From an optimization exercise on the open Yosys and OpenROAD flow, aimed at small area and a short achievable clock period; shortcuts taken in it are not production practice.
At most, simulation tests tie the RTL to the original design; equivalence was not proved.
Function not checked in run 1: the RTL went through the layout flow alone.

==> flow/design.v, too long to show whole: its modules and the start of the top module <==
// module kb_booth_enc: 16 lines
// module kb_scaler: 502 lines
// module attack_arbiter: 141 lines
module attack_arbiter #(
  parameter int unsigned        STUN_W      = 24,
  parameter logic [STUN_W-1:0]  STUN_CYCLES = 24'd20,
  parameter int unsigned        DMG_W       = 10,
  parameter int unsigned        DMG_MAX     = 999
) (
  input  logic             clock,
  input  logic             reset,
  input  logic [31:0]      p1_attack,
  input  logic [31:0]      p1_knockback,
  input  logic [31:0]      p2_attack,
  input  logic [31:0]      p2_knockback,
  output logic [DMG_W-1:0] p1_damage,
  output logic [DMG_W-1:0] p2_damage,
  output logic [31:0]      p1_kb_out,
  output logic             p1_kb_valid,
  output logic [31:0]      p2_kb_out,
  output logic             p2_kb_valid,
  output logic             p1_stunned,
  output logic             p2_stunned,
  output logic             clash
);
  // ...
==> flow/flow/run.sh <==
#!/bin/bash
# Layout flow: the standard synthesis and layout, with
# - the port buffers made as the smallest plain buffer instead of the delay
#   buffer buffer_ports picks by default, and
# - a clock tree of smaller buffers without dummy loads.
# Each step's output goes to a log file here.
set -euo pipefail
MARGIN=$(cat flow/margin.txt)
bash standard.sh synth > synth.log 2>&1
bash standard.sh SETUP_SLACK_MARGIN="$MARGIN" \
  "BUFFER_PORTS_ARGS=-buffer_cell sky130_fd_sc_hd__buf_1" \
  "CTS_ARGS=-sink_clustering_enable -repair_clock_nets -dont_use_dummy_load -buf_list {sky130_fd_sc_hd__clkbuf_4 sky130_fd_sc_hd__clkbuf_8}" \
  finish > layout.log 2>&1
==> flow/flow/margin.txt <==
7
==> flow/standard.sh <==
#!/bin/bash
# synth_recipe.tcl (not shown) runs the flow's synth.tcl, then flattens the netlist and writes it again
# the make line also repeats each setting of config.mk as NAME=value (left out here)
make -C /OpenROAD-flow-scripts/flow DESIGN_CONFIG=/design/flow/config.mk WORK_HOME=/design/flow/orfs CLKGATE_MAP_FILE= SYNTH_SCRIPT=/design/flow/synth_recipe.tcl "${@:-finish}"
==> flow/config.mk <==
export PLATFORM = sky130hd
export DESIGN_NAME = attack_arbiter
export DESIGN_NICKNAME = attack_arbiter
export VERILOG_FILES = /design/flow/design.v
export SDC_FILE = /design/flow/constraint.sdc
export NUM_CORES = 4
export LEC_CHECK = 0
export ABC_AREA = 1
export CAP_MARGIN = 20
export CORE_MARGIN = 2
export CORE_UTILIZATION = 55
export SLEW_MARGIN = 20
==> flow/constraint.sdc <==
create_clock -name core_clock -period 12.0 [get_ports {clock}]
set_input_delay 2.4000 -clock core_clock [delete_from_list [all_inputs] [get_ports {clock}]]
set_output_delay 2.4000 -clock core_clock [all_outputs]
set_load 0.01 [all_outputs]
==> reports/metrics.sh, run 1 <==
OUTCOME='finished clean'
VIAS_PER_CELL=5.42
PLACE.PORT_BUFFERS=178
GRT_PASS1_VIAS=16600
SYNTH_CELL_TYPES=48
DIEWIDTH_MICRONS=188
SLEW_HEADROOM_PCT=35.2
POSTLAYOUTSETUPSLACKWORST_PS=7170
GRT.MET3_USAGE_PCT=4.60
HOLDPATHEND='eval'
WL_MET2_MICRONS=22900
LAYOUT.FILLER_CELLS=3152
CP.REQUIRED_PS=12370
R2R_CELLS=24
SYNTH_WARNINGS=1
PATH_DELAY_FAMILY='adder cells'
SYNTH_EDF_COUNT=34
MULTIINPUTGATEAREA_SQ_UM=13500
TIMING.FINAL.CRIT_PERIOD_PS=4830
CRIT_PATH_START_KIND='flop'
PATH_CLK_SLEW_PS=80
PATH_DEPTH=24
COMPOUND_GATE_FRACTION_OF_SYNTH_AREA_PCT=17.1
GRT_BUSIEST_LAYER='met2'
LAYOUT.CELLS.MOST_COMMON_LIST='523 x sky130_fd_sc_hd__inv_1, 424 x sky130_fd_sc_hd__nand2_1, 197 x sky130_fd_sc_hd__xor2_1, 177 x sky130_fd_sc_hd__buf_1, 163 x sky130_fd_sc_hd__o22ai_1'
==> module attack_arbiter, before the edit <==
module attack_arbiter #(
  parameter int unsigned        STUN_W      = 24,
  parameter logic [STUN_W-1:0]  STUN_CYCLES = 24'd20,
  parameter int unsigned        DMG_W       = 10,
  parameter int unsigned        DMG_MAX     = 999
) (
  input  logic             clock,
  input  logic             reset,
  input  logic [31:0]      p1_attack,
  input  logic [31:0]      p1_knockback,
  input  logic [31:0]      p2_attack,
  input  logic [31:0]      p2_knockback,
  output logic [DMG_W-1:0] p1_damage,
  output logic [DMG_W-1:0] p2_damage,
  output logic [31:0]      p1_kb_out,
  output logic             p1_kb_valid,
  output logic [31:0]      p2_kb_out,
  output logic             p2_kb_valid,
  output logic             p1_stunned,
  output logic             p2_stunned,
  output logic             clash
);
  localparam int unsigned SW = 5;
  logic              p1Block, p2Block;        
  logic              p1Pending, p2Pending;
  logic [1:0]        p1Code, p2Code;
  logic              vicIsP1;
  logic [31:0]       atkKb;
  logic [DMG_W-1:0]  opDamage;
  logic [DMG_W:0]    opFactor;
  logic [5:0]        opOne, opTwo;
  logic [4:0]        opNeg;
  logic [SW-1:0]     stunCount;
  logic              stunIsP2;
  logic [DMG_W-1:0]  p1Damage, p2Damage;
  logic [35:0]       p1KbOut, p2KbOut;
  logic              p1KbValid, p2KbValid, clashReg;
  logic              eval;                    
  logic              p1HitEv, p2HitEv, p1Stun, p2Stun;
  logic              p1Cand, p2Cand, p1Victim, p2Victim, clashNow;
  logic              p1PendNext, p2PendNext, vicIsP1Next;
  logic [1:0]        p1CodeNext, p2CodeNext;
  logic [DMG_W-1:0]  dmgNext;
  logic [20:0]       p1VicOps, p2VicOps;      
  logic [DMG_W:0]    factorNext;
  logic [35:0]       kbScaled;
  assign p1Stun = (stunCount != '0) & ~stunIsP2;
  assign p2Stun = (stunCount != '0) & stunIsP2;
  assign p1HitEv = p1_attack[attack_pkg::HIT] & p1_attack[attack_pkg::ACTIVE] & ~p1Block & ~p1Stun
                   & attack_pkg::hitValid(p1_attack[attack_pkg::SPEC_N:attack_pkg::SMASH_U]);
  assign p2HitEv = p2_attack[attack_pkg::HIT] & p2_attack[attack_pkg::ACTIVE] & ~p2Block & ~p2Stun
                   & attack_pkg::hitValid(p2_attack[attack_pkg::SPEC_N:attack_pkg::SMASH_U]);
  always_comb begin
    p1Cand   = p1Pending & ~p1Stun & ~p2Stun;
    p2Cand   = p2Pending & ~p1Stun & ~p2Stun;
    p1Victim = eval & p2Cand & (~p1Cand
               | (attack_pkg::hitTier(p2Code) > attack_pkg::hitTier(p1Code)));
    p2Victim = eval & p1Cand & (~p2Cand
               | (attack_pkg::hitTier(p1Code) > attack_pkg::hitTier(p2Code)));
    clashNow = eval & p1Cand & p2Cand
               & (attack_pkg::hitTier(p1Code) == attack_pkg::hitTier(p2Code));
  end
  always_comb begin
    p1PendNext  = reset & (p1HitEv | (p1Pending & ~eval));
    p2PendNext  = reset & (p2HitEv | (p2Pending & ~eval));
    p1CodeNext  = p1HitEv ? attack_pkg::hitCode(p1_attack[attack_pkg::SPEC_N:attack_pkg::SMASH_U]) : p1Code;
    p2CodeNext  = p2HitEv ? attack_pkg::hitCode(p2_attack[attack_pkg::SPEC_N:attack_pkg::SMASH_U]) : p2Code;
    vicIsP1Next = (p1HitEv | p2HitEv)
                  ? p2PendNext & (~p1PendNext
                    | (attack_pkg::hitTier(p2CodeNext) > attack_pkg::hitTier(p1CodeNext)))
                  : vicIsP1;
    p1VicOps    = attack_pkg::hitOperands(p1Damage, p2CodeNext);
    p2VicOps    = attack_pkg::hitOperands(p2Damage, p1CodeNext);
    {factorNext, dmgNext} = vicIsP1Next ? p1VicOps : p2VicOps;
  end
  kb_booth_enc uEnc (.m(opFactor), .bo(opOne), .bt(opTwo), .bn(opNeg));
  kb_scaler uKb (.base(atkKb), .bo(opOne), .bt(opTwo), .bn(opNeg), .scaled(kbScaled));
  always_ff @(posedge clock) begin
    if (!reset) begin
      p1Block <= p1_attack[attack_pkg::ACTIVE];
      p2Block <= p2_attack[attack_pkg::ACTIVE];
    end else begin
      if (p1HitEv) p1Block <= 1'b1;
      else if (!p1_attack[attack_pkg::ACTIVE]) p1Block <= 1'b0;
      if (p2HitEv) p2Block <= 1'b1;
      else if (!p2_attack[attack_pkg::ACTIVE]) p2Block <= 1'b0;
    end
  end
  always_ff @(posedge clock) begin
    p1Pending <= p1PendNext;
    p2Pending <= p2PendNext;
    p1Code    <= p1CodeNext;
    p2Code    <= p2CodeNext;
    vicIsP1   <= vicIsP1Next;
    if (vicIsP1Next ? p2HitEv : p1HitEv) atkKb <= vicIsP1Next ? p2_knockback : p1_knockback;
    opDamage  <= dmgNext;
    opFactor  <= factorNext;
  end
  always_ff @(posedge clock) begin
    if (!reset) begin
      eval        <= 1'b0;
      p1Damage    <= '0;
      p2Damage    <= '0;
      p1KbOut     <= '0;
      p2KbOut     <= '0;
      p1KbValid   <= 1'b0;
      p2KbValid   <= 1'b0;
      stunCount   <= '0;
      stunIsP2    <= 1'b0;
      clashReg    <= 1'b0;
    end else begin
      eval      <= ~eval & ~p1KbValid & ~p2KbValid & (p1Pending | p2Pending);
      p1KbValid <= p1Victim;
      p2KbValid <= p2Victim;
      clashReg  <= clashNow;
      if (p1Victim) begin
        p1Damage <= opDamage;
        p1KbOut  <= kbScaled;
      end
      if (p2Victim) begin
        p2Damage <= opDamage;
        p2KbOut  <= kbScaled;
      end
      if (p1Victim | p2Victim) begin
        stunCount <= SW'(STUN_CYCLES);
        stunIsP2  <= p2Victim;
      end else if (stunCount != '0) begin
        stunCount <= stunCount - SW'(1);
      end
    end
  end
  assign p1_damage   = p1Damage;
  assign p2_damage   = p2Damage;
  assign p1_kb_out   = {attack_pkg::kbClamp(p1KbOut[35:18]), attack_pkg::kbClamp(p1KbOut[17:0])};
  assign p2_kb_out   = {attack_pkg::kbClamp(p2KbOut[35:18]), attack_pkg::kbClamp(p2KbOut[17:0])};
  assign p1_kb_valid = p1KbValid;
  assign p2_kb_valid = p2KbValid;
  assign p1_stunned  = p1Stun;
  assign p2_stunned  = p2Stun;
  assign clash       = clashReg;
endmodule
==> inputs of run 2 (changes only) <==
--- a/flow/design.v
+++ b/flow/design.v
@@ -25,4 +25,4 @@
   endfunction
-  function automatic logic [1:0] hitTier(input logic [1:0] c);
-    hitTier = {c[1] | ~c[0], c[0]};
+  function automatic logic tierBeats(input logic [1:0] a, input logic [1:0] b);
+    tierBeats = (a[1] & a[0] & ~(b[1] & b[0])) | (~a[0] & ~b[1] & b[0]);
   endfunction
@@ -612,3 +612,2 @@
   logic [31:0]       atkKb;
-  logic [DMG_W-1:0]  opDamage;
   logic [DMG_W:0]    opFactor;
@@ -626,3 +625,3 @@
   logic [1:0]        p1CodeNext, p2CodeNext;
-  logic [DMG_W-1:0]  dmgNext;
+  logic [DMG_W-1:0]  dmgNext, opDamage;
   logic [20:0]       p1VicOps, p2VicOps;      
@@ -640,7 +639,7 @@
     p1Victim = eval & p2Cand & (~p1Cand
-               | (attack_pkg::hitTier(p2Code) > attack_pkg::hitTier(p1Code)));
+               | attack_pkg::tierBeats(p2Code, p1Code));
     p2Victim = eval & p1Cand & (~p2Cand
-               | (attack_pkg::hitTier(p1Code) > attack_pkg::hitTier(p2Code)));
+               | attack_pkg::tierBeats(p1Code, p2Code));
     clashNow = eval & p1Cand & p2Cand
-               & (attack_pkg::hitTier(p1Code) == attack_pkg::hitTier(p2Code));
+               & ~attack_pkg::tierBeats(p1Code, p2Code) & ~attack_pkg::tierBeats(p2Code, p1Code);
   end
@@ -653,3 +652,3 @@
                   ? p2PendNext & (~p1PendNext
-                    | (attack_pkg::hitTier(p2CodeNext) > attack_pkg::hitTier(p1CodeNext)))
+                    | attack_pkg::tierBeats(p2CodeNext, p1CodeNext))
                   : vicIsP1;
@@ -659,2 +658,3 @@
   end
+  assign opDamage = DMG_W'({opFactor[DMG_W:7] - 4'd1, opFactor[6:0]});
   kb_booth_enc uEnc (.m(opFactor), .bo(opOne), .bt(opTwo), .bn(opNeg));
@@ -679,3 +679,2 @@
     if (vicIsP1Next ? p2HitEv : p1HitEv) atkKb <= vicIsP1Next ? p2_knockback : p1_knockback;
-    opDamage  <= dmgNext;
     opFactor  <= factorNext;
==> flow/flow/margin.txt (replaced) <==
7.2
--- a/flow/config.mk
+++ b/flow/config.mk
@@ -10,3 +10,3 @@
 export CORE_MARGIN = 2
-export CORE_UTILIZATION = 55
+export CORE_UTILIZATION = 65
 export SLEW_MARGIN = 20
==> run 2 against run 1 <==
Net effect:
- clock skew shrank 10 ps
- first-iteration DRC count increased by 100%
- critical path depth decreased by 2
- largest cell class unchanged
- sequential share of layout area shrank 0.86 points
- register-to-register slack got worse by 240 ps
- global-route usage rose by 6.1 points
- routed wire length is 13% higher
==> reports/metrics.sh, run 2 <==
FINALCLOCKSKEW_PS=27.0  # was 37.0 ps
HOLDPATHEND='eval'  # unchanged
LAYOUT.FILLER_CELLS=1908  # was 3,152
REG.LARGEST.LIST='p1KbOut: 36 flops, p2KbOut: 36 flops, atkKb: 32 flops'  # unchanged
ROUTED_WIRE_LENGTH_PER_INSTANCE_MICRONS=19.1  # was 16.8 microns
R2R_CELLS=22  # was 24
R2R_END='p2KbOut[17]'  # was p1KbOut[34]
CP.REQUIRED_PS=12320  # was 12,370 ps
REGTOREGSTARTPOINT='opFactor[0]'  # was opFactor[1]
LAYOUT.CELLS.MOST_COMMON_LIST='478 x sky130_fd_sc_hd__inv_1, 407 x sky130_fd_sc_hd__nand2_1, 180 x sky130_fd_sc_hd__xor2_1, 176 x sky130_fd_sc_hd__buf_1, 151 x sky130_fd_sc_hd__o22ai_1'  # was 523 x sky130_fd_sc_hd__inv_1, 424 x sky130_fd_sc_hd__nand2_1, 197 x sky130_fd_sc_hd__xor2_1, 177 x sky130_fd_sc_hd__buf_1, 163 x sky130_fd_sc_hd__o22ai_1
HPWL_MICRONS=38400  # was 39,500 microns
TIMING.CRITICAL_PATH.BUF_INV=5  # was 6
ANTENNA_FOUND_INITIAL=0  # unchanged
ROUTED_WL_MICRONS=60700  # was 54,000 microns
FRACTION_OF_FINAL_LAYOUT_CELLS_SIZED_BEYOND_DRIVE_STRENGTH_1_PCT=17.4  # was 11.6%
FINAL.PERIOD_UTILIZATION_PCT=42.2  # was 40.2%
FINAL_COMMON_CELL='sky130_fd_sc_hd__inv_1'  # unchanged
MAX_STAGE_DELAY_PS=610  # was 600 ps
SETUP.REG_TO_REG.WORST_SLACK_PS=6930  # was 7170 ps
FINALSETUPTNS_PS=0  # unchanged
CLOCK.FMAX_GHz=0.197  # was 0.207 GHz
DRC=0  # unchanged
SYNTH_CELL_TYPES=46  # was 48
PLACEMENT_ROWS=61  # was 67
GRT_MAX_DEGREE=64  # was 68
CTSHOLDBUFFERS=0  # unchanged
SYNTH_FF_TYPE='sky130_fd_sc_hd__dfxtp_1'  # unchanged
YS_FF_LATCH=154  # was 157
SLEW_VIOLS_FINAL=0  # unchanged
DIEWIDTH_MICRONS=172  # was 188 microns
HOLD_VIOL_FINAL=0  # unchanged
SYNTH_EDF_COUNT=34  # unchanged
SYNTHDOMINANTAREACELLTYPE='sky130_fd_sc_hd__dfxtp_1'  # unchanged
SETUP_VIOL=0  # unchanged
SLEW_HEADROOM_PCT=22.9  # was 35.2%
OUTCOME='finished clean'  # unchanged
HOLD_PATH.CLASS='flop to flop'  # unchanged
NUM_IO_PINS=219  # unchanged
CRIT_SLOWEST_CELL='sky130_fd_sc_hd__fa_1'  # unchanged
ANT_NETS=0  # unchanged
TRITONCTS_CLOCK_TREE='built'  # unchanged
DETAIL_ROUTE.FIRST_PASS.ITERATIONS=10  # was 6
CELL_TYPES_WITH_THE_HIGHEST_COUNTS_AFTER_SYNTHESIS='504 x sky130_fd_sc_hd__inv_1, 466 x sky130_fd_sc_hd__nand2_1, 194 x sky130_fd_sc_hd__xor2_1'  # was 533 x sky130_fd_sc_hd__inv_1, 446 x sky130_fd_sc_hd__nand2_1, 202 x sky130_fd_sc_hd__xor2_1
ANTENNA_CELLS=0  # was 1
HOLDCRITSTARTPOINT='p2KbValid'  # unchanged
CTS_MAX_PATH_BUFFERS=2  # unchanged
SYNTHDOMINANTCELLAREASHARE_PCT=13.2  # was 13.3%
GLOBALROUTEOVERFLOWTOTAL=0  # unchanged
CLOCK-SINKS=154  # was 157
NUM-NETS-FINAL=3170  # was 3,144
PATH_CLK_SLEW_PS=70  # was 80 ps
CRIT_PATH_START_KIND='flop'  # unchanged
YS_TOP_CELLS_BY_AREA='sky130_fd_sc_hd__dfxtp_1 13%, sky130_fd_sc_hd__fa_1 13%, sky130_fd_sc_hd__inv_1 10%, sky130_fd_sc_hd__nand2_1 9.6%, sky130_fd_sc_hd__xor2_1 9.3%'  # was sky130_fd_sc_hd__dfxtp_1 13%, sky130_fd_sc_hd__fa_1 13%, sky130_fd_sc_hd__inv_1 11%, sky130_fd_sc_hd__xor2_1 9.5%, sky130_fd_sc_hd__nand2_1 9.0%
WORST-SLEW-PIN-TRANSITION_PS=1160  # was 972 ps
GLOBALPLACE.CONGESTION=0.929  # was 0.957
TIMING.FINAL.CRIT_PERIOD_PS=5070  # was 4830 ps
NETLIST_AREA_SQ_UM=18300  # was 18,500 sq um
CTS_INSERTED_BUFFERS=17  # unchanged
UNREPAIRED_SETUP_ENDPOINTS_AFTER_GLOBAL_ROUTING='yes'  # unchanged
SEQ_AREA_FRAC_SYNTH_PCT=18.8  # about the same
TOTAL_NUMBER_OF_H_TREE_LEVELS=4  # unchanged
WIRE_LENGTH_OF_THE_FIRST_GLOBAL_ROUTING_PASS_MICRONS=85700  # was 87,100 microns
WORST-SETUP-PATH-TYPE='flop to flop'  # unchanged
FP.COREAREA_SQ_UM=27700  # was 33,400 sq um
MOST_NUMEROUS_CELL_IN_THE_YOSYS_NETLIST='sky130_fd_sc_hd__inv_1'  # unchanged
PATH_DEPTH=22  # was 24
DIE_H_MICRONS=172  # was 188 microns
GRT_PASS1_VIAS=16800  # was 16,600
CRIT_PATH_END_KIND='flop'  # unchanged
CTS-ROOT-BUF='sky130_fd_sc_hd__clkbuf_8'  # unchanged
ROUTE.VIAS.TOTAL=19100  # was 17,400
COUNT_OF_MAXIMUM_CAPACITANCE_VIOLATIONS=0  # unchanged
PLACE.PORT_BUFFERS=178  # unchanged
DIEAREA_SQ_UM=29400  # was 35,200 sq um
SYN-MEAN-INSTANCE-AREA_SQ_UM=7.00  # was 7.03 sq um
CRITPATHMAXFANOUT=10  # was 31
SYN_INST=2606  # was 2,634
AREA_DELTA_SYNTH_FINAL_PCT=21.2  # was 14.9%
CRIT_ARRIVAL_PS=5390  # was 5200 ps
SYNTH_FP_NETS=2980  # was 3,011
FLOORPLAN.INITIALDENSITY_PCT=65.9  # was 55.5%
SYNTH-ASYNC-RESET-RATIO_PCT=0  # unchanged
SYNTH_WARNINGS=1  # unchanged
VIAS_PER_CELL=6.02  # was 5.42
FIRST_ITER_VIOLATIONS=2615  # was 1,298
HOLD_PATH_DEPTH=1  # unchanged
PATH_DELAY_FAMILY='adder cells'  # unchanged
GR-USAGE-ALL-LAYERS_PCT=37.0  # was 30.8%
INSERTION_DELAY_PS=490  # was 520 ps
TIMING.CRITICAL_PATH.CELLS='clkinvlp_4 > buf_4 > o21ai_1 > o21ai_1 > a31oi_1 > fa_1 > inv_1 > fa_1 > fa_1 > inv_1 > ha_4 > nand2_2 > nor2_1 > inv_1 > nor3_2 > nand3_1 > nand3_1 > nand2_1 > nand2_2 > nand2_2 > o21bai_4 > a21oi_2'  # was clkinvlp_4 > buf_6 > o21ai_1 > o21ai_2 > buf_12 > o22ai_1 > xor2_1 > fa_1 > inv_1 > fa_1 > fa_1 > inv_1 > ha_4 > nand2_4 > nor2_2 > inv_1 > nor3_1 > nand3_1 > nand3_2 > nand3_1 > nor2_1 > nand2_1 > nand2_1 > a21oi_1
==> run 2: changes by cell type after synthesis, moves of 6 or more <==
| cell | previous run | this run |
|---|---|---|
| sky130_fd_sc_hd__inv_1 | 533 | 504 |
| sky130_fd_sc_hd__nand2_1 | 446 | 466 |
| sky130_fd_sc_hd__a21oi_1 | 161 | 144 |
| sky130_fd_sc_hd__nand3_1 | 82 | 96 |
| sky130_fd_sc_hd__o21ai_0 | 175 | 162 |
| sky130_fd_sc_hd__nor2_1 | 126 | 136 |
| sky130_fd_sc_hd__o211ai_1 | 10 | 20 |
| sky130_fd_sc_hd__nand4_1 | 19 | 10 |
| sky130_fd_sc_hd__xor2_1 | 202 | 194 |
| sky130_fd_sc_hd__nand2_4 | 9 | 3 |
| sky130_fd_sc_hd__nor4_1 | 3 | 9 |
==> run 2: repair_timing <==
action                                  in CTS  in global routing
pin swaps                                   29                108
setup buffers                               32                 64
gates resized for setup                    157                289
gates cloned                                 7                  4
endpoints found under the setup margin     112                128
==> run 2: cell type report <==
| class | count | area (sq um) | area share, % |
|---|---|---|---|
| multi-input combinational | 1803 | 14000 | 63.2 |
| sequential | 154 | 3440 | 15.6 |
| inverter | 516 | 2010 | 9.09 |
| timing repair buffer | 302 | 1980 | 8.93 |
| tap | 378 | 473 | 2.14 |
| clock buffer | 17 | 234 | 1.06 |
| timing repair inverter | 2 | 15.0 | 0.0679 |
==> run 2: routing by layer <==
metal,up-vias,part of all wire (%),GRT usage (%)
li1,8655,-,-
met1,8787,39,50.6
met2,1322,43,56.9
met3,321,12,7.89
met4,0,5.5,14.9
met5,-,0,0
==> run 2: per-stage QoR <==
| stage | instances | setup WS (ps) | cell area, sq um | hold WS [ps] | utilization, % |
|---|---|---|---|---|---|
| after floorplan | 2606 | 7200 | 18300 | 439 | - |
| after global placement | 3046 | 5270 | 19000 | 420 | 68.6 |
| after detailed placement | 3046 | 5210 | 19000 | 424 | 68.6 |
| after CTS | 3102 | 7160 | 20300 | 435 | 73.4 |
| after global routing | 3172 | 6700 | 22100 | 454 | 79.9 |
| final | 3172 | 6930 | 22100 | 436 | 79.9 |
==> run 2: logic make-up after synthesis <==
family	share of synthesized area (%)
fa+ha+maj	21.5
xor+xnor	10.6
buf+inv	13.7
compound gates	17.2
flops	18.8
mux	0.0617
simple gates	18.2
==> run 2: worst max path at each step <==
stage | to | slack (ps) | start
floorplan | opFactor[9] | 7200 | p2_attack[2]
global route | p2KbOut[17] | 6700 | atkKb[15]
global placement | p2KbOut[17] | 5270 | opFactor[0]
detailed placement | p2KbOut[17] | 5210 | opFactor[0]
finish | p2KbOut[17] | 6930 | opFactor[0]
CTS | atkKb[2] | 7160 | reset
==> inputs of run 3 (changes only) <==
--- a/flow/config.mk
+++ b/flow/config.mk
@@ -10,3 +10,3 @@
 export CORE_MARGIN = 2
-export CORE_UTILIZATION = 65
+export CORE_UTILIZATION = 55
 export SLEW_MARGIN = 20
==> run 3 against run 2 <==
Net effect:
- register-to-register slack gained 350 ps
- hold slack gained 2.2 ps
- final cell count grew 1.5%
==> reports/metrics.sh, run 3 <==
HOLD_PATH.CLASS='flop to flop'  # unchanged
SYNTH_EDF_COUNT=34  # unchanged
FINALCLOCKSKEW_PS=22.0  # was 27.0 ps
DIEAREA_SQ_UM=34700  # was 29,400 sq um
CTS_INSERTED_BUFFERS=17  # unchanged
CRIT_PATH_END_KIND='flop'  # unchanged
REG.LARGEST.LIST='p1KbOut: 36 flops, p2KbOut: 36 flops, atkKb: 32 flops'  # unchanged
VIAS_PER_CELL=5.55  # was 6.02
WIRE_LENGTH_OF_THE_FIRST_GLOBAL_ROUTING_PASS_MICRONS=86700  # was 85,700 microns
FP.COREAREA_SQ_UM=32600  # was 27,700 sq um
SYNTH_FF_TYPE='sky130_fd_sc_hd__dfxtp_1'  # unchanged
ROUTED_WL_MICRONS=56300  # was 60,700 microns
CLOCK.FMAX_GHz=0.212  # was 0.197 GHz
ROUTE.VIAS.TOTAL=17900  # was 19,100
CTS-ROOT-BUF='sky130_fd_sc_hd__clkbuf_8'  # unchanged
CRITPATHMAXFANOUT=8  # was 10
PATH_CLK_SLEW_PS=90  # was 70 ps
YS_TOP_CELLS_BY_AREA='sky130_fd_sc_hd__dfxtp_1 13%, sky130_fd_sc_hd__fa_1 13%, sky130_fd_sc_hd__inv_1 10%, sky130_fd_sc_hd__nand2_1 9.6%, sky130_fd_sc_hd__xor2_1 9.3%'  # unchanged
DIE_H_MICRONS=186  # was 172 microns
YS_FF_LATCH=154  # unchanged
POSTLAYOUTSETUPSLACKWORST_PS=7280  # was 6930 ps
NUM_IO_PINS=219  # unchanged
FRACTION_OF_FINAL_LAYOUT_CELLS_SIZED_BEYOND_DRIVE_STRENGTH_1_PCT=16.2  # was 17.4%
DETAIL_ROUTE.FIRST_PASS.ITERATIONS=6  # was 10
GR-USAGE-ALL-LAYERS_PCT=32.0  # was 37.0%
SYNTH-ASYNC-RESET-RATIO_PCT=0  # unchanged
SYN_INST=2606  # unchanged
SYNTHDOMINANTAREACELLTYPE='sky130_fd_sc_hd__dfxtp_1'  # unchanged
SYN-MEAN-INSTANCE-AREA_SQ_UM=7.00  # unchanged
CTSHOLDBUFFERS=0  # unchanged
DIEWIDTH_MICRONS=186  # was 172 microns
WORST-SLEW-PIN-TRANSITION_PS=938  # was 1160 ps
INSERTION_DELAY_PS=500  # was 490 ps
SYNTHDOMINANTCELLAREASHARE_PCT=13.2  # unchanged
HOLD_VIOL_FINAL=0  # unchanged
AREA_DELTA_SYNTH_FINAL_PCT=19.9  # was 21.2%
ANT_NETS=0  # unchanged
CRIT_PATH_START_KIND='flop'  # unchanged
GLOBALROUTEOVERFLOWTOTAL=0  # unchanged
PRE_CTS_WS_PS=5670  # was 5210 ps
NUM-NETS-FINAL=3153  # was 3,170
SEQ_AREA_FRAC_SYNTH_PCT=18.8  # unchanged
HPWL_MICRONS=39800  # was 38,400 microns
COUNT_OF_MAXIMUM_CAPACITANCE_VIOLATIONS=0  # unchanged
GRT_MAX_DEGREE=63  # was 64
NUMPLACEDINSTANCES=3114  # was 3,046
SYNTH_WARNINGS=1  # unchanged
GRT_PASS1_VIAS=16400  # was 16,800
NUMBER_OF_STANDARD_CELLS_IN_THE_LAYOUT_TAPS_IN_AND_FILLERS_OUT=3219  # was 3,172
FIRST_ITER_VIOLATIONS=1364  # was 2,615
SETUP_VIOL=0  # unchanged
TRITONCTS_CLOCK_TREE='built'  # unchanged
DRC=0  # unchanged
CP.REQUIRED_PS=12420  # was 12,320 ps
ROUTED_WIRE_LENGTH_PER_INSTANCE_MICRONS=17.5  # was 19.1 microns
FINAL_COMMON_CELL='sky130_fd_sc_hd__inv_1'  # unchanged
TOTAL_NUMBER_OF_H_TREE_LEVELS=4  # unchanged
PLACE.PORT_BUFFERS=178  # unchanged
NETLIST_AREA_SQ_UM=18300  # unchanged
CTS_MAX_PATH_BUFFERS=2  # unchanged
CRIT_ARRIVAL_PS=5140  # was 5390 ps
SYNTH_FP_NETS=2980  # unchanged
SLEW_VIOLS_FINAL=0  # unchanged
WORST-SETUP-PATH-TYPE='flop to flop'  # unchanged
ANTENNA_FOUND_INITIAL=0  # unchanged
GLOBALPLACE.CONGESTION=0.936  # was 0.929
SLEW_HEADROOM_PCT=37.1  # was 22.9%
TIMING.FINAL.CRIT_PERIOD_PS=4720  # was 5070 ps
OUTCOME='finished clean'  # unchanged
SETUP.REG_TO_REG.WORST_SLACK_PS=7280  # was 6930 ps
SYNTH_CELL_TYPES=46  # unchanged
ANTENNA_CELLS=0  # unchanged
FINAL.PERIOD_UTILIZATION_PCT=39.3  # was 42.2%
CELL_TYPES_WITH_THE_HIGHEST_COUNTS_AFTER_SYNTHESIS='504 x sky130_fd_sc_hd__inv_1, 466 x sky130_fd_sc_hd__nand2_1, 194 x sky130_fd_sc_hd__xor2_1'  # unchanged
MOST_NUMEROUS_CELL_IN_THE_YOSYS_NETLIST='sky130_fd_sc_hd__inv_1'  # unchanged
UNREPAIRED_SETUP_ENDPOINTS_AFTER_GLOBAL_ROUTING='yes'  # unchanged
FLOORPLAN.INITIALDENSITY_PCT=56.0  # was 65.9%
FINALSETUPTNS_PS=0  # unchanged
CLOCK-SINKS=154  # unchanged
POST_ROUTE_WORST_HOLD_SLACK_PS=438  # was 436 ps
LAYOUT.CELLS.MOST_COMMON_LIST='482 x sky130_fd_sc_hd__inv_1, 426 x sky130_fd_sc_hd__nand2_1, 183 x sky130_fd_sc_hd__xor2_1, 177 x sky130_fd_sc_hd__buf_1, 144 x sky130_fd_sc_hd__o22ai_1'  # was 478 x sky130_fd_sc_hd__inv_1, 407 x sky130_fd_sc_hd__nand2_1, 180 x sky130_fd_sc_hd__xor2_1, 176 x sky130_fd_sc_hd__buf_1, 151 x sky130_fd_sc_hd__o22ai_1
PLACEMENT_ROWS=66  # was 61
==> run 3: cell count changes in the layout (fill, tap and decap cells not counted), sizes merged <==
| cell | delta |
|---|---|
| clkinv | -1 |
| clkinvlp | +1 |
| clkbuf | -2 |
| nand2 | -1 |
| buf | -14 |
==> run 3: final timing paths <==
check | start | end | cells past startpoint
max | opFactor[1] | p2KbOut[35] | 21
min | p2KbValid | eval | 1
max reg2reg | opFactor[1] | p2KbOut[35] | 21
min reg2reg | p2KbValid | eval | 1
==> run 3: routing by layer <==
| layer | GRT usage [%] | vias to the layer above | wire, microns |
|---|---|---|---|
| met1 | 46.0 | 8343 | 25400 |
| met3 | 6.15 | 122 | 5150 |
| met4 | 10.2 | 0 | 1730 |
| met2 | 48.5 | 795 | 24000 |
| li1 | - | 8618 | - |
| met5 | 0 | - | 0 |
==> run 3: area by class of cell <==
| type | count | area (sq um) |
|---|---|---|
| inverter | 516 | 2000 |
| timing repair inverter | 2 | 15.0 |
| multi-input combinational | 1802 | 13900 |
| tap | 442 | 553 |
| clock buffer | 17 | 234 |
| sequential | 154 | 3440 |
| fill | 2893 | 10700 |
| timing repair buffer | 286 | 1770 |
==> run 3: logic make-up (layout without fill, tap and decap cells) <==
| group | Yosys count | in the layout | synth area share, % |
|---|---|---|---|
| buf+inv | 650 | 821 | 13.7 |
| fa+ha+maj | 244 | 244 | 21.5 |
| compound gates | 553 | 553 | 17.2 |
| mux | 1 | 1 | 0.0617 |
| simple gates | 784 | 784 | 18.2 |
| flops | 154 | 154 | 18.8 |
| xor+xnor | 220 | 220 | 10.6 |
==> run 3: stage by stage <==
step,util [%],cell area (sq um)
4_1_cts,62.3,20300
3_5_place_dp,58.7,19200
5_1_grt,67.1,21900
6_report,67.1,21900
3_3_place_gp,58.6,19100
2_1_floorplan,-,18300
==> run 3: timing repair <==
| action | 4_1_cts | 5_1_grt |
|---|---|---|
| resized for setup | 145 | 266 |
| buffers inserted | 26 | 54 |
| cloned | 5 | 2 |
| pin swaps | 9 | 83 |
| endpoints found under the setup margin | 68 | 61 |
==> run 3: worst max-delay path, cell delays in order (launching register included) <==
cell	delay, ps
sky130_fd_sc_hd__dfxtp_4	360
sky130_fd_sc_hd__buf_12	130
sky130_fd_sc_hd__ha_4	310
sky130_fd_sc_hd__inv_8	60
sky130_fd_sc_hd__buf_12	150
sky130_fd_sc_hd__o22ai_4	180
sky130_fd_sc_hd__xor2_2	110
sky130_fd_sc_hd__fa_1	570
sky130_fd_sc_hd__inv_2	40
sky130_fd_sc_hd__fa_1	490
sky130_fd_sc_hd__fa_2	650
sky130_fd_sc_hd__inv_2	60
sky130_fd_sc_hd__ha_4	250
sky130_fd_sc_hd__a21o_1	200
sky130_fd_sc_hd__o21bai_2	220
sky130_fd_sc_hd__o21bai_4	190
sky130_fd_sc_hd__a21oi_2	150
sky130_fd_sc_hd__nand2_1	70
sky130_fd_sc_hd__nand2_1	80
sky130_fd_sc_hd__nand2_2	70
sky130_fd_sc_hd__o21bai_4	180
sky130_fd_sc_hd__a21oi_1	120
==> inputs of run 4 (changes only) <==
--- a/flow/flow/run.sh
+++ b/flow/flow/run.sh
@@ -2,2 +2,4 @@
 # Layout flow: the standard synthesis and layout, with
+# - inverters around the synthesized full adders removed by flipping adder
+#   polarities (flow/polarity.py; combinational only, registers untouched),
 # - the port buffers made as the smallest plain buffer instead of the delay
@@ -8,3 +10,5 @@
 MARGIN=$(cat flow/margin.txt)
-bash standard.sh synth > synth.log 2>&1
+NETLIST="$PWD/orfs/results/${FLOW_PLATFORM}/attack_arbiter/base/1_2_yosys.v"
+bash standard.sh "$NETLIST" > synth.log 2>&1
+python3 flow/polarity.py "$NETLIST" > polarity.log 2>&1
 bash standard.sh SETUP_SLACK_MARGIN="$MARGIN" \
==> flow/flow/margin.txt (replaced) <==
7.1
==> flow/flow/polarity.py (new file) <==
#!/usr/bin/env python3
"""Remove inverters around full adders in a flat Yosys netlist.

A full adder is self-dual: FA(~a, ~b, ~c) = (~sum, ~cout). Synthesis often
leaves inverters between adder outputs and adder inputs; flipping an adder
(feeding it the complements of its inputs and complementing its outputs)
removes such inverters when that needs fewer inverters than it adds. Also
drops inverter pairs (inv feeding inv). Registers and ports are untouched.

Usage: polarity.py NETLIST.v   (rewrites the file in place, prints a summary)
"""
import re
import sys

INV = re.compile(r"sky130_fd_sc_hd__(clk)?inv_\d+$")
FA = re.compile(r"sky130_fd_sc_hd__fa_\d+$")
OUTPINS = {"X", "Y", "Q", "Q_N", "SUM", "COUT", "HI", "LO"}

path = sys.argv[1]
text = open(path).read()

m_end = text.rindex("endmodule")
first = re.search(r"^\s+sky130_fd_sc_hd__\w+\s", text, re.M)
assert first, "no cells"
header = text[: first.start()]
body = text[first.start(): m_end]
assert "assign" not in body, "assign statements not supported"

cell_re = re.compile(r"\s*(sky130_fd_sc_hd__\w+)\s+(\S+)\s*\((.*?)\);", re.S)
pin_re = re.compile(r"\.(\w+)\(\s*((?:\\\S+\s)|[^()\s]+)\s*\)")

cells = {}          # name -> [type, {pin: net}]
order = []
pos = 0
for m in cell_re.finditer(body):
    assert body[pos: m.start()].strip() == "", body[pos: m.start()][:200]
    pos = m.end()
    typ, name, pins = m.group(1), m.group(2), m.group(3)
    pm = {}
    for p, n in pin_re.findall(pins):
        pm[p] = n.strip()
    cells[name] = [typ, pm]
    order.append(name)
assert body[pos:].strip() == "", body[pos:][:200]

ports = set()
for m in re.finditer(r"^\s*(input|output)\s+(\[\d+:\d+\]\s+)?(\S+);", header, re.M):
    rng, n = m.group(2), m.group(3)
    if rng:
        hi, lo = map(int, re.findall(r"\d+", rng))
        for i in range(min(hi, lo), max(hi, lo) + 1):
            ports.add(f"{n}[{i}]")
    ports.add(n)

driver = {}
loads = {}


def rebuild():
    driver.clear()
    loads.clear()
    for name, (typ, pm) in cells.items():
        for p, n in pm.items():
            if p in OUTPINS:
                driver[n] = (name, p)
            else:
                loads.setdefault(n, set()).add((name, p))


rebuild()
is_inv = lambda c: c in cells and INV.match(cells[c][0]) is not None
is_fa = lambda c: c in cells and FA.match(cells[c][0]) is not None
newid = [0]
new_nets = []


def fresh_net():
    newid[0] += 1
    n = f"_pol{newid[0]}_"
    new_nets.append(n)
    return n


def fresh_cell():
    newid[0] += 1
    return f"_polc{newid[0]}_"


def connect(cell, pin, net):
    old = cells[cell][1].get(pin)
    if old is not None:
        if pin in OUTPINS:
            if driver.get(old) == (cell, pin):
                del driver[old]
        else:
            loads[old].discard((cell, pin))
    cells[cell][1][pin] = net
    if pin in OUTPINS:
        driver[net] = (cell, pin)
    else:
        loads.setdefault(net, set()).add((cell, pin))


def remove_cell(cell):
    for p, n in cells[cell][1].items():
        if p in OUTPINS:
            if driver.get(n) == (cell, p):
                del driver[n]
        else:
            loads[n].discard((cell, p))
    del cells[cell]


def add_inv(a, y):
    c = fresh_cell()
    cells[c] = ["sky130_fd_sc_hd__inv_1", {}]
    connect(c, "A", a)
    connect(c, "Y", y)
    return c


def inv_of(net):
    """An existing inverter whose input is net, if any."""
    for c, p in loads.get(net, ()):
        if p == "A" and is_inv(c):
            return c
    return None


def gain(f):
    """Inverters saved by flipping adder f (negative: more needed); None if
    the flip is not handled."""
    pm = cells[f][1]
    g = 0
    ins = [pm["A"], pm["B"], pm["CIN"]]
    for n in set(ins):
        d = driver.get(n)
        if d and is_inv(d[0]):
            others = [x for x in loads.get(n, ()) if x[0] != f]
            if not others and n not in ports:
                g += 1
        elif inv_of(n) is None:
            g -= 1
    for p in ("SUM", "COUT"):
        s = pm.get(p)
        if s is None:
            continue
        ext = 0
        invs = 0
        plain = s in ports
        for c, q in loads.get(s, ()):
            if q == "A" and is_inv(c):
                invs += 1
                if cells[c][1]["Y"] in ports:
                    ext += 1
            else:
                plain = True
        if ext > 1:
            return None
        g += invs
        if plain:
            g -= 1
    return g


def flip(f):
    pm = cells[f][1]
    for p in ("A", "B", "CIN"):
        n = pm[p]
        d = driver.get(n)
        if d and is_inv(d[0]):
            inv = d[0]
            connect(f, p, cells[inv][1]["A"])
            if not loads.get(n) and n not in ports:
                remove_cell(inv)
        else:
            j = inv_of(n)
            if j is None:
                y = fresh_net()
                add_inv(n, y)
                connect(f, p, y)
            else:
                connect(f, p, cells[j][1]["Y"])
    for p in ("SUM", "COUT"):
        s = pm.get(p)
        if s is None:
            continue
        inv_loads = [c for c, q in list(loads.get(s, ())) if q == "A" and is_inv(c)]
        plain = s in ports or any(not (q == "A" and is_inv(c)) for c, q in loads.get(s, ()))
        target = None
        for c in inv_loads:
            if cells[c][1]["Y"] in ports:
                target = cells[c][1]["Y"]
        if target is None:
            target = fresh_net()
        connect(f, p, target)
        for c in inv_loads:
            y = cells[c][1]["Y"]
            remove_cell(c)
            if y != target:
                for lc, lp in list(loads.get(y, ())):
                    connect(lc, lp, target)
        if plain:
            add_inv(target, s)


def count_inv():
    return sum(1 for c in cells if is_inv(c))


before = count_inv()
flips = 0
changed = True
rounds = 0
while changed and rounds < 20:
    changed = False
    rounds += 1
    for f in [c for c in list(cells) if is_fa(c)]:
        g = gain(f)
        if g is not None and g > 0:
            flip(f)
            flips += 1
            changed = True

# inverter pairs: loads of inv(inv(x)) take x
pairs = 0
for j in [c for c in list(cells) if is_inv(c)]:
    if j not in cells:
        continue
    a, y = cells[j][1]["A"], cells[j][1]["Y"]
    d = driver.get(a)
    if not d or not is_inv(d[0]) or y in ports:
        continue
    x = cells[d[0]][1]["A"]
    for lc, lp in list(loads.get(y, ())):
        connect(lc, lp, x)
    remove_cell(j)
    pairs += 1
    if not loads.get(a) and a not in ports:
        remove_cell(d[0])

# unused inverters
for c in [c for c in list(cells) if is_inv(c)]:
    y = cells[c][1]["Y"]
    if not loads.get(y) and y not in ports:
        remove_cell(c)

after = count_inv()


def fmt(n):
    return n + " " if n.startswith("\\") else n


out = [header.rstrip("\n")]
for n in new_nets:
    out.append(f"  wire {n};")
for name in order + [c for c in cells if c not in set(order)]:
    if name not in cells:
        continue
    typ, pm = cells[name]
    pins = ",\n".join(f"    .{p}({fmt(n)})" for p, n in pm.items())
    out.append(f"  {typ} {fmt(name)} (\n{pins}\n  );")
out.append("endmodule\n")
open(path, "w").write("\n".join(out))
print(f"polarity: {flips} adder flips, {pairs} inverter pairs; inverters {before} -> {after}")
==> run 4 against run 3 <==
Net effect:
- final cell count down 4.0%
- hold slack worse by 4.2 ps
- register-to-register slack worse by 210 ps
- worst setup slack worse by 210 ps
- fmax down 4.2%
- highest routed layer unchanged
==> reports/metrics.sh, run 4 <==
OUTCOME='finished clean'  # unchanged
HPWL_MICRONS=38800  # was 39,800 microns
PLACEMENT_ROWS=66  # unchanged
CRIT_PATH_START_KIND='flop'  # unchanged
PATH_CLK_SLEW_PS=80  # was 90 ps
HOLD_VIOL_FINAL=0  # unchanged
TOTAL_NUMBER_OF_H_TREE_LEVELS=4  # unchanged
GLOBALROUTEOVERFLOWTOTAL=0  # unchanged
LAYOUT.FILLER_CELLS=2970  # was 2,893
DIE_H_MICRONS=184  # was 186 microns
FLOORPLAN.INITIALDENSITY_PCT=55.4  # was 56.0%
SYN_INST=2512  # was 2,606
REGTOREGSTARTPOINT='opFactor[1]'  # unchanged
NETLIST_AREA_SQ_UM=17900  # was 18,300 sq um
CTS_INSERTED_BUFFERS=17  # unchanged
GR-USAGE-ALL-LAYERS_PCT=32.8  # was 32.0%
HOLD_PATH_DEPTH=1  # unchanged
FINAL_COMMON_CELL='sky130_fd_sc_hd__nand2_1'  # was sky130_fd_sc_hd__inv_1
SYN-MEAN-INSTANCE-AREA_SQ_UM=7.13  # was 7.00 sq um
WORST-SETUP-PATH-TYPE='flop to flop'  # unchanged
FP.COREAREA_SQ_UM=32300  # was 32,600 sq um
ANTENNA_FOUND_INITIAL=0  # unchanged
SLEW_VIOLS_FINAL=0  # unchanged
R2R_CELLS=22  # was 21
HOLD_PATH.CLASS='flop to flop'  # unchanged
ROUTED_WIRE_LENGTH_PER_INSTANCE_MICRONS=17.8  # was 17.5 microns
CTS-ROOT-BUF='sky130_fd_sc_hd__clkbuf_8'  # unchanged
POST_ROUTE_WORST_HOLD_SLACK_PS=434  # was 438 ps
WIRE_LENGTH_OF_THE_FIRST_GLOBAL_ROUTING_PASS_MICRONS=86800  # was 86,700 microns
GLOBALPLACE.CONGESTION=0.930  # was 0.936
HOLDCRITSTARTPOINT='p2KbValid'  # unchanged
CP.REQUIRED_PS=12370  # was 12,420 ps
LAYOUT.CELLS.MOST_COMMON_LIST='453 x sky130_fd_sc_hd__nand2_1, 404 x sky130_fd_sc_hd__inv_1, 190 x sky130_fd_sc_hd__xor2_1, 177 x sky130_fd_sc_hd__buf_1, 176 x sky130_fd_sc_hd__o22ai_1'  # was 482 x sky130_fd_sc_hd__inv_1, 426 x sky130_fd_sc_hd__nand2_1, 183 x sky130_fd_sc_hd__xor2_1, 177 x sky130_fd_sc_hd__buf_1, 144 x sky130_fd_sc_hd__o22ai_1
AREA_DELTA_SYNTH_FINAL_PCT=13.9  # was 19.9%
SETUP.REG_TO_REG.WORST_SLACK_PS=7070  # was 7280 ps
WORST-SLEW-PIN-TRANSITION_PS=687  # was 938 ps
CLOCK-SINKS=154  # unchanged
GRT_MAX_DEGREE=63  # unchanged
ROUTED_WL_MICRONS=55100  # was 56,300 microns
GRT_PASS1_VIAS=16200  # was 16,400
FINAL.PERIOD_UTILIZATION_PCT=41.1  # was 39.3%
INSERTION_DELAY_PS=510  # was 500 ps
REG.LARGEST.LIST='p1KbOut: 36 flops, p2KbOut: 36 flops, atkKb: 32 flops'  # unchanged
CRIT_ARRIVAL_PS=5290  # was 5140 ps
ANTENNA_CELLS=0  # unchanged
FIRST_ITER_VIOLATIONS=1483  # was 1,364
TRITONCTS_CLOCK_TREE='built'  # unchanged
FINALCLOCKSKEW_PS=37.3  # was 22.0 ps
DIEAREA_SQ_UM=34000  # was 34,700 sq um
VIAS_PER_CELL=5.60  # was 5.55
TIMING.FINAL.CRIT_PERIOD_PS=4930  # was 4720 ps
COUNT_OF_MAXIMUM_CAPACITANCE_VIOLATIONS=0  # unchanged
NUM_IO_PINS=219  # unchanged
MULTIINPUTGATEAREA_SQ_UM=13100  # was 13,900 sq um
NUM-NETS-FINAL=3025  # was 3,153
FRACTION_OF_FINAL_LAYOUT_CELLS_SIZED_BEYOND_DRIVE_STRENGTH_1_PCT=10.4  # was 16.2%
UNREPAIRED_SETUP_ENDPOINTS_AFTER_GLOBAL_ROUTING='yes'  # unchanged
DETAIL_ROUTE.FIRST_PASS.ITERATIONS=8  # was 6
DRC=0  # unchanged
SYNTH_WARNINGS=1  # unchanged
CRITPATHMAXFANOUT=15  # was 8
SETUP_VIOL=0  # unchanged
SLEW_HEADROOM_PCT=54.0  # was 37.1%
SYNTH_FP_NETS=2886  # was 2,980
ROUTE.VIAS.TOTAL=17300  # was 17,900
PLACE.PORT_BUFFERS=178  # unchanged
DIEWIDTH_MICRONS=184  # was 186 microns
FF_LATCH_AREA_SQ_UM=3440  # about the same
R2R_END='p2KbOut[17]'  # was p2KbOut[35]
ANT_NETS=0  # unchanged
CLOCK.FMAX_GHz=0.203  # was 0.212 GHz
HOLDPATHEND='eval'  # unchanged
CTS_MAX_PATH_BUFFERS=2  # unchanged
FINALSETUPTNS_PS=0  # unchanged
CRIT_PATH_END_KIND='flop'  # unchanged
run 4: cell count changes in the layout (fill, tap and decap cells not counted), sizes merged:
cell and change:
buf -35, clkbuf -2, clkinv +2, inv -95, o21ai +2
run 4: routing by layer:
metal	up-vias	wire length [microns]	GRT usage (%)
li1	8378	-	-
met1	8002	25000	46.3
met2	809	23300	48.8
met3	112	5010	7.79
met4	0	1730	11.5
met5	-	0	0
run 4: area by class of cell:
| class | instances | area share (%) |
|---|---|---|
| timing repair buffer | 249 | 6.93 |
| tap | 442 | 2.71 |
| inverter | 422 | 7.98 |
| timing repair inverter | 3 | 0.110 |
| sequential | 154 | 16.9 |
| clock buffer | 17 | 1.15 |
| multi-input combinational | 1804 | 64.3 |
run 4: how the worst max path moves through the flow:
stage | startpoint | endpoint | slack (ps) | cells past startpoint
after CTS | p1_attack[1] | opFactor[9] | 7070 | 24
after global routing | opFactor[1] | p2KbOut[35] | 6810 | 26
final | opFactor[1] | p2KbOut[17] | 7070 | 22
after floorplan | p1_attack[2] | atkKb[0] | 7170 | 14
after detailed placement | opFactor[0] | p2KbOut[31] | 5230 | 17
after global placement | opFactor[0] | p1KbOut[31] | 5400 | 17
run 4: critical path: stages, from the launching register on:
cell and delay [ps]:
sky130_fd_sc_hd__dfxtp_2 360, sky130_fd_sc_hd__buf_12 150, sky130_fd_sc_hd__ha_4 300, sky130_fd_sc_hd__clkinvlp_4 160, sky130_fd_sc_hd__buf_4 240, sky130_fd_sc_hd__o22ai_1 200
sky130_fd_sc_hd__xor2_1 120, sky130_fd_sc_hd__fa_1 510, sky130_fd_sc_hd__inv_1 50, sky130_fd_sc_hd__fa_1 570, sky130_fd_sc_hd__fa_2 510, sky130_fd_sc_hd__ha_4 340
sky130_fd_sc_hd__nand2_1 90, sky130_fd_sc_hd__nor2_1 90, sky130_fd_sc_hd__inv_1 100, sky130_fd_sc_hd__nor3_4 170, sky130_fd_sc_hd__nand3_1 140, sky130_fd_sc_hd__nand3_1 110
sky130_fd_sc_hd__nand2_1 60, sky130_fd_sc_hd__nand2_2 120, sky130_fd_sc_hd__nand2_1 80, sky130_fd_sc_hd__o21bai_2 220, sky130_fd_sc_hd__a21oi_1 90
run 4: timing repair:
action	CTS	global route
gates resized for setup	132	74
cloned	7	0
setup buffers	32	17
pin swaps	17	9
hold buffers	0	0
setup endpoints to repair	104	119
run 4: metrics by stage:
stage | std cells | setup WS, ps | cell area [sq um] | utilization [%]
after floorplan | 2512 | 7170 | 17900 | -
after global placement | 3015 | 5400 | 18700 | 58.0
after detailed placement | 3016 | 5230 | 18800 | 58.1
after CTS | 3072 | 7070 | 19900 | 61.7
after global routing | 3091 | 6810 | 20400 | 63.2
final | 3091 | 7070 | 20400 | 63.2

-- port drivers added, routing unchanged --
How much do the figures lean on ideal ports? The routed layouts below were timed once more, with nothing changed but the port constraints.
Step 1 assumes that a clkbuf_16 drives the clock port and a buf_2 every other input.
Step 2 also shifts input and output timing later by t, the mid clock arrival at the registers, as if the neighbouring blocks saw the same clock.
Three values: no drivers, after step 1, after step 2; two values: the first two.
run | shift t [ns] | slack for setup (ns) | worst setup path after step 2 | latest minus earliest clock arrival (ns) | slew at the worst register clock pin (ns)
run 1 | 0.552 | 7.172 / 7.172 / 6.740 | input to register | 0.036 / 0.037 | 0.11 / 0.11
run 2 | 0.522 | 6.932 / 6.932 / 6.863 | input to register | 0.027 / 0.027 | 0.09 / 0.09
run 3 | 0.538 | 7.282 / 7.282 / 6.890 | input to register | 0.022 / 0.022 | 0.09 / 0.09
run 4 | 0.538 | 7.073 / 7.073 / 6.753 | input to register | 0.038 / 0.037 | 0.09 / 0.09
After both steps setup and hold are still met in every run listed. The setup slack of run 1, which loses most, moves by 0.000 ns with the drivers and by -0.432 ns with both steps.
